This is an optimization exercise on Yosys and OpenROAD, whose aim is a short achievable clock period and few clock cycles, not a production implementation.
Only simulation tests tie the RTL to the original design; equivalence was not proved.

== run a ==
Design computer, start of the top module:
module computer #(
    parameter int addr_w = 8
) (
    input  logic              clk,
    input  logic              rst_n,
    input  logic              start,
    input  logic              prog_we,
    input  logic [addr_w-1:0] prog_addr,
    input  alu_pkg::word_t    prog_data,
    output logic              halted,
    output logic              out_valid,
    output alu_pkg::word_t    out_data,
    output alu_pkg::word_t    acc,
    output alu_pkg::word_t    pc
);
    localparam int W = 5;
    logic        sb_v;
    logic [7:0]  sb_a;
    logic [15:0] sb_d;
    logic        run_q;
    logic        irv_q;       
    logic        halted_q;
    logic        ov_q;
    logic [15:0] od_q;
    logic [15:0] acc_q;
    logic [15:0] acco_q;
    logic [15:0] pc_q;
    logic [15:0] pco_q;
    logic [15:0] ir_q [W];
    logic [15:0] w0_q;        
    logic [15:0] w1_q;        
    logic        dph_q;
    assign halted    = halted_q;
    assign out_valid = ov_q;
  ...
Size in the first run: roughly 18000 cells after synthesis, about 4400 flip-flops, roughly 78 I/O pins.
export LEC_CHECK = 0
export CAP_MARGIN = 20
export CORE_MARGIN = 2
export CORE_UTILIZATION = 35
export PLACE_DENSITY = 0.5
export SLEW_MARGIN = 20
create_clock -name core_clock -period 40.0 [get_ports {clk}]
standard.sh (not shown) runs the stock make flow with config.mk's settings and CLKGATE_MAP_FILE= SYNTH_SCRIPT=/design/flow/synth_recipe.tcl, a recipe that flattens the netlist after the stock synthesis.
==> flow/flow/run.sh <==
#!/bin/bash
set -o pipefail
export SETUP_SLACK_MARGIN=31
export TNS_END_PERCENT=5
export REMOVE_ABC_BUFFERS=1
export SKIP_LAST_GASP=1
bash standard.sh > standard_sh.log 2>&1
Testbench counts of run a, summed over its fixed seeds: cycles 15,275.
### run a -> run b
--- a/flow/design.v
+++ b/flow/design.v
@@ -604,33 +604,22 @@
         for (int k = 0; k < W; k++) begin
             for (int i = 0; i < k; i++) begin
                 if (inc[k] && s_jz[i] && nb[i] != 2'd0) begin
                     if (s_sta[k]) g_sta_post = 1'b1;
                     if (s_out[k]) g_out_post = 1'b1;
                     if (s_hlt[k]) g_hlt_post = 1'b1;
                 end
             end
         end
     end
     logic [15:0] npc;
-    logic [7:0]  pcp [W];
-    logic [7:0]  npk [W];
-    logic [7:0]  xfk [W];
-    logic [7:0]  xfa;
-    always_comb begin
-        for (int k = 0; k < W; k++) begin
-            pcp[k] = pc_q[7:0] + k;
-            npk[k] = npc[7:0] + k;
-            xfk[k] = xfa + k;
-        end
-    end
     logic [79:0] fword;
     logic [79:0] low_word;
     logic [15:0] mdata0, mdata1;
     logic [15:0] rdata0, rdata1;
     logic        exec;
     logic        div_ready;
     assign exec = run_q && irv_q && !(g_div && !div_ready);
     main_memory main_memory_inst (
         .clk      (clk),
         .we       (sb_v),
         .waddr    (sb_a),
@@ -678,23 +667,23 @@
     logic [16:0] dhigh;
     logic [15:0] div_res;
     assign div_ready = dvld_q || dph_q;
     always_comb begin
         rom_in    = ir_q[0][7:0];
         dvld_next = 1'b0;
         if (!(g_div && !div_ready)) begin
             for (int k = 1; k < W; k++) begin
                 if (n == k) begin
                     rom_in    = ir_q[k][7:0];
                     dvld_next = s_div[k] && !g_br && !g_hlt && !g_jz
-                                && !(g_sta && g_sta_a == pcp[k]);
+                                && !(g_sta && g_sta_a == pc_q[7:0] + k);
                 end
             end
         end
     end
     div_rom div_rom_inst (
         .d (rom_in),
         .m (rom_m),
         .t (rom_t)
     );
     assign dprod   = acc_q * m_q;
     assign dhigh   = dprod[32:16] >> t_q;
@@ -724,71 +713,72 @@
     logic        hlt_do;
     assign sta_data = pick(g_sta_n, acc_q, r0, r1);
     assign out_new  = pick(g_out_n, acc_q, r0, r1);
     assign sta_do   = exec && g_sta && !(g_sta_post && jz_take);
     assign out_do   = exec && g_out && !(g_out_post && jz_take);
     assign hlt_do   = exec && g_hlt;
     assign npc = (exec && g_br) ? {4'd0, g_tgt} : (pc_q + {13'd0, exec ? n : 3'd0});
     logic fetch_stale;
     always_comb begin
         fetch_stale = 1'b0;
         for (int k = 0; k < W; k++) begin
-            if (g_sta && g_sta_a == npk[k]) fetch_stale = 1'b1;
+            if (g_sta && g_sta_a == npc[7:0] + k) fetch_stale = 1'b1;
         end
     end
     logic [15:0] nir [W];
     logic [15:0] sir [W];
     logic [15:0] xir [W];
     always_comb begin
         for (int k = 0; k < W; k++) begin
-            if (sb_v && sb_a == npk[k])
+            if (sb_v && sb_a == npc[7:0] + k)
                 nir[k] = sb_d;
             else
                 nir[k] = fword[16*k +: 16];
             if (sb_v && sb_a == k)
                 sir[k] = sb_d;
             else
                 sir[k] = low_word[16*k +: 16];
             xir[k] = start ? sir[k] : nir[k];
         end
     end
     logic [15:0]  w0_next, w1_next;
+    logic [7:0]   xfa;
     logic [W-1:0] x_acc, x_mem, x_sta, x_jmp, x_jz, x_out, x_hlt, x_mul, x_div;
     logic [W-1:0] x_same [W];
     logic [W-1:0] x_smc  [W];
-    assign xfa = start ? 8'd0 : npc[7:0];
     always_comb begin
         w0_next = xir[W-1];
         w1_next = xir[W-1];
         for (int k = W - 1; k >= 0; k--) begin
             if (is_acc_op(xir[k])) begin
                 w1_next = w0_next;
                 w0_next = xir[k];
             end
         end
+        xfa = start ? 8'd0 : npc[7:0];
         for (int k = 0; k < W; k++) begin
             x_mem[k] = (xir[k][15:12] == op_lda) || (xir[k][15:12] == op_add)
                     || (xir[k][15:12] == op_sub);
             x_acc[k] = x_mem[k] || (xir[k][15:12] == op_alui);
             x_sta[k] = (xir[k][15:12] == op_sta);
             x_jmp[k] = (xir[k][15:12] == op_jmp);
             x_jz[k]  = (xir[k][15:12] == op_jz);
             x_out[k] = (xir[k][15:12] == op_out);
             x_hlt[k] = (xir[k][15:12] == op_hlt);
             x_mul[k] = (xir[k][15:12] == op_alui) && (xir[k][11:8] == 4'h2);
             x_div[k] = (xir[k][15:12] == op_alui) && (xir[k][11:8] == 4'h3);
         end
         for (int i = 0; i < W; i++) begin
             for (int k = 0; k < W; k++) begin
                 x_same[i][k] = (i < k) && (xir[i][7:0] == xir[k][7:0]);
-                x_smc[i][k]  = (i < k) && (xir[i][7:0] == xfk[k]);
+                x_smc[i][k]  = (i < k) && (xir[i][7:0] == xfa + k);
             end
         end
     end
     always_ff @(posedge clk or negedge rst_n) begin
         if (!rst_n) begin
             sb_v <= 1'b0;
         end else begin
             sb_v <= prog_we || (sta_do && !start);
         end
     end
     always_ff @(posedge clk) begin
- The worst hold slack across all endpoints of run b and that of run a are within noise of each other.
- Going from run a to run b, minimum setup slack in the final design went down by 0.21 ns, final cell utilization of the core was more or less identical, synthesized cell count went up by about 1.8%.
- Re wire length of the first global-routing pass: run a was lower than run b.
- Run a → run b: total iterations of the first detailed-routing run fell 1; wire length rose 5.1%; die area rose about 0.9%.
Testbench counts of run b, summed over its fixed seeds: cycles 15,275.

-- what the ideal ports hide --
Ports are ideal in the flow. The routed layouts listed here were re-timed in OpenROAD. Step 1 assumes that a clkbuf_16 drives the clock port and a buf_2 every other input. Step 2, shift: input delay + t, output delay - t, t = (earliest + latest rising clock arrival at the registers) / 2. This alone moves slack from input paths to output paths. Three values: no drivers, after step 1, after step 2; two values: the first two.
run	t (ns)	slack for setup (ns)	latest minus earliest clock arrival (ns)	cell pins on the clock port's net
run a	1.296	30.154 / 30.022 / 28.726	0.097 / 0.097	1
run b	1.267	29.949 / 30.037 / 28.770	0.119 / 0.118	1
After both steps setup and hold are still met in every run listed. For run a, which loses most, drivers alone change the setup slack by -0.132 ns; drivers and shift together by -1.428 ns.
